What follows belongs to an exercise in optimizing a design on an open flow for small area, a short achievable clock period and few clock cycles per item; a production flow would make more cautious choices.
Power is estimated from default activity; no workload was simulated.

sierra:
==> flow/design.v (excerpt) <==
module milestone_mac_array #(
    parameter int NUM_CH    = 3,
    parameter int DATA_W    = 16,
    parameter int COEF_W    = 16,
    parameter int ACC_W     = 32,
    parameter int NUM_TAPS  = 6,
    parameter int OUT_SHIFT = 8,
    parameter int OUT_W     = 8
) (
    input  logic                     Clock_50,
    input  logic                     Resetn,
    input  logic                     start,
    input  logic                     clear,
    input  logic [ACC_W-1:0]         init_value,
    input  logic                     in_valid,
    output logic                     in_ready,
    input  logic [NUM_CH*DATA_W-1:0] sample,
    input  logic [NUM_CH*COEF_W-1:0] coef,
    input  logic                     subtract,
    output logic                     out_valid,
    input  logic                     out_ready,
    output logic [NUM_CH*ACC_W-1:0]  acc_raw,
    output logic [NUM_CH*OUT_W-1:0]  result,
    output logic                     busy
);
Size: ~3,300 cells after synthesis, about 220 flip-flops, about 260 I/O pins, about 0.030 mm2 of cells after synthesis.
Settings: LEC_CHECK=0, ABC_CLOCK_PERIOD_IN_PS=4000, CAP_MARGIN=20, CORE_MARGIN=2, CORE_UTILIZATION=40, SLEW_MARGIN=20; clock period 8.0 ns.
run.sh (not shown) runs the stock make flow with config.mk's settings and CLKGATE_MAP_FILE= SYNTH_SCRIPT=/design/flow/synth_recipe.tcl, a recipe that flattens the netlist after the stock synthesis.
sierra reached the end of the flow, and the finished layout is clean on the timing, design-rule and antenna checks.
diff inputs: sierra => nickel
# sierra
export LEC_CHECK = 0
export ABC_CLOCK_PERIOD_IN_PS = 4000
export CAP_MARGIN = 20
export CORE_MARGIN = 2
export CORE_UTILIZATION = 40
export SLEW_MARGIN = 20
create_clock -name core_clock -period 8.0 [get_ports {Clock_50}]
# nickel
export LEC_CHECK = 0
export CAP_MARGIN = 20
export CORE_MARGIN = 2
export CORE_UTILIZATION = 40
export SLEW_MARGIN = 20
create_clock -name core_clock -period 8.0 [get_ports {Clock_50}]
==> summary.txt <==
From sierra to nickel, post-CTS setup repair buffer count did not move at all.
Comparing nickel against sierra, there is no change at all in final instance area.
[compare] base=sierra new=nickel: number of register bits inferred by synthesis neither gained nor lost much, part of the total power dissipated in combinational logic saw little to no change.
The inputs of tundra differ from those of nickel as listed below.
# nickel
export LEC_CHECK = 0
export CAP_MARGIN = 20
export CORE_MARGIN = 2
export CORE_UTILIZATION = 40
export SLEW_MARGIN = 20
create_clock -name core_clock -period 8.0 [get_ports {Clock_50}]
# tundra
export LEC_CHECK = 0
export CAP_MARGIN = 20
export CORE_MARGIN = 2
export CORE_UTILIZATION = 40
export SETUP_SLACK_MARGIN = 4.0
export SLEW_MARGIN = 20
create_clock -name core_clock -period 8.0 [get_ports {Clock_50}]
### Flow results
Going from nickel to tundra, final worst-path setup slack shows an increase of 630 ps; total clock buffers created by CTS shows an increase of 1; power shows an increase of 2.3 mW; number of global-route vias before repair shows an increase of 865.
nickel tops out at a lower clock frequency than tundra.
On tundra: clock group share of total power is 1.4 points lower than what nickel gave.
Measured against nickel, the met2 wire length of tundra comes out at 1.07 times the reference value.
The critical path capture point comes out g_ch[1].acc_q[26] in one run and g_ch[0].acc_q[26] in the other, namely in tundra and nickel respectively.
Final design instance area without fill grows by more than 10% when moving from nickel to tundra.
Changes in fjord relative to tundra:
# tundra
export LEC_CHECK = 0
export CAP_MARGIN = 20
export CORE_MARGIN = 2
export CORE_UTILIZATION = 40
export SETUP_SLACK_MARGIN = 4.0
export SLEW_MARGIN = 20
create_clock -name core_clock -period 8.0 [get_ports {Clock_50}]
# fjord
export LEC_CHECK = 0
export CAP_MARGIN = 20
export CORE_MARGIN = 2
export CORE_UTILIZATION = 40
export SETUP_SLACK_MARGIN = 2.5
export SLEW_MARGIN = 20
create_clock -name core_clock -period 8.0 [get_ports {Clock_50}]
[summary]
- fjord: routed length on met1 is about 5.6% lower than what tundra reported.
- tundra → fjord: sequential share of layout area rose 1.0 points; maximum number of pins on one net before global-route repair rose 9; area growth from synthesis to layout fell 11 points; total cell area at the placement stage fell 2.6%.
- Taking fjord as 1.0, tundra lands at 1.08 on footprint of the multi-input gates.
- Delta (fjord minus tundra): via count has decreased, internal power contribution fell by 14%, fmax dropped about 1%, logic depth of the worst path, buffers included held steady.
No functional check of the RTL was part of any run of this note.

[what the ideal ports hide]
How much do the figures lean on ideal ports? The routed layouts below were timed once more, with nothing changed but the port constraints. Step 1 sets driving cells, clkbuf_16 on the clock port and buf_2 on the other inputs (assumed; they add their load-dependent delay and slew). Step 2 also shifts input and output timing later by t, the mid clock arrival at the registers, as if the neighbouring blocks saw the same clock. Three values: ideal, step 1, step 2; two values: the first two.
run	t (ns)	setup slack, ns	clock arrival spread, ns	slew at the worst register clock pin (ns)
sierra	0.665	1.991 / 1.991 / 1.991	0.016 / 0.015	0.07 / 0.07
nickel	0.665	1.991 / 1.991 / 1.991	0.016 / 0.015	0.07 / 0.07
tundra	0.665	2.624 / 2.624 / 2.624	0.018 / 0.019	0.07 / 0.07
fjord	0.675	2.568 / 2.568 / 2.568	0.057 / 0.056	0.07 / 0.07
After both steps setup and hold are still met in every run listed.
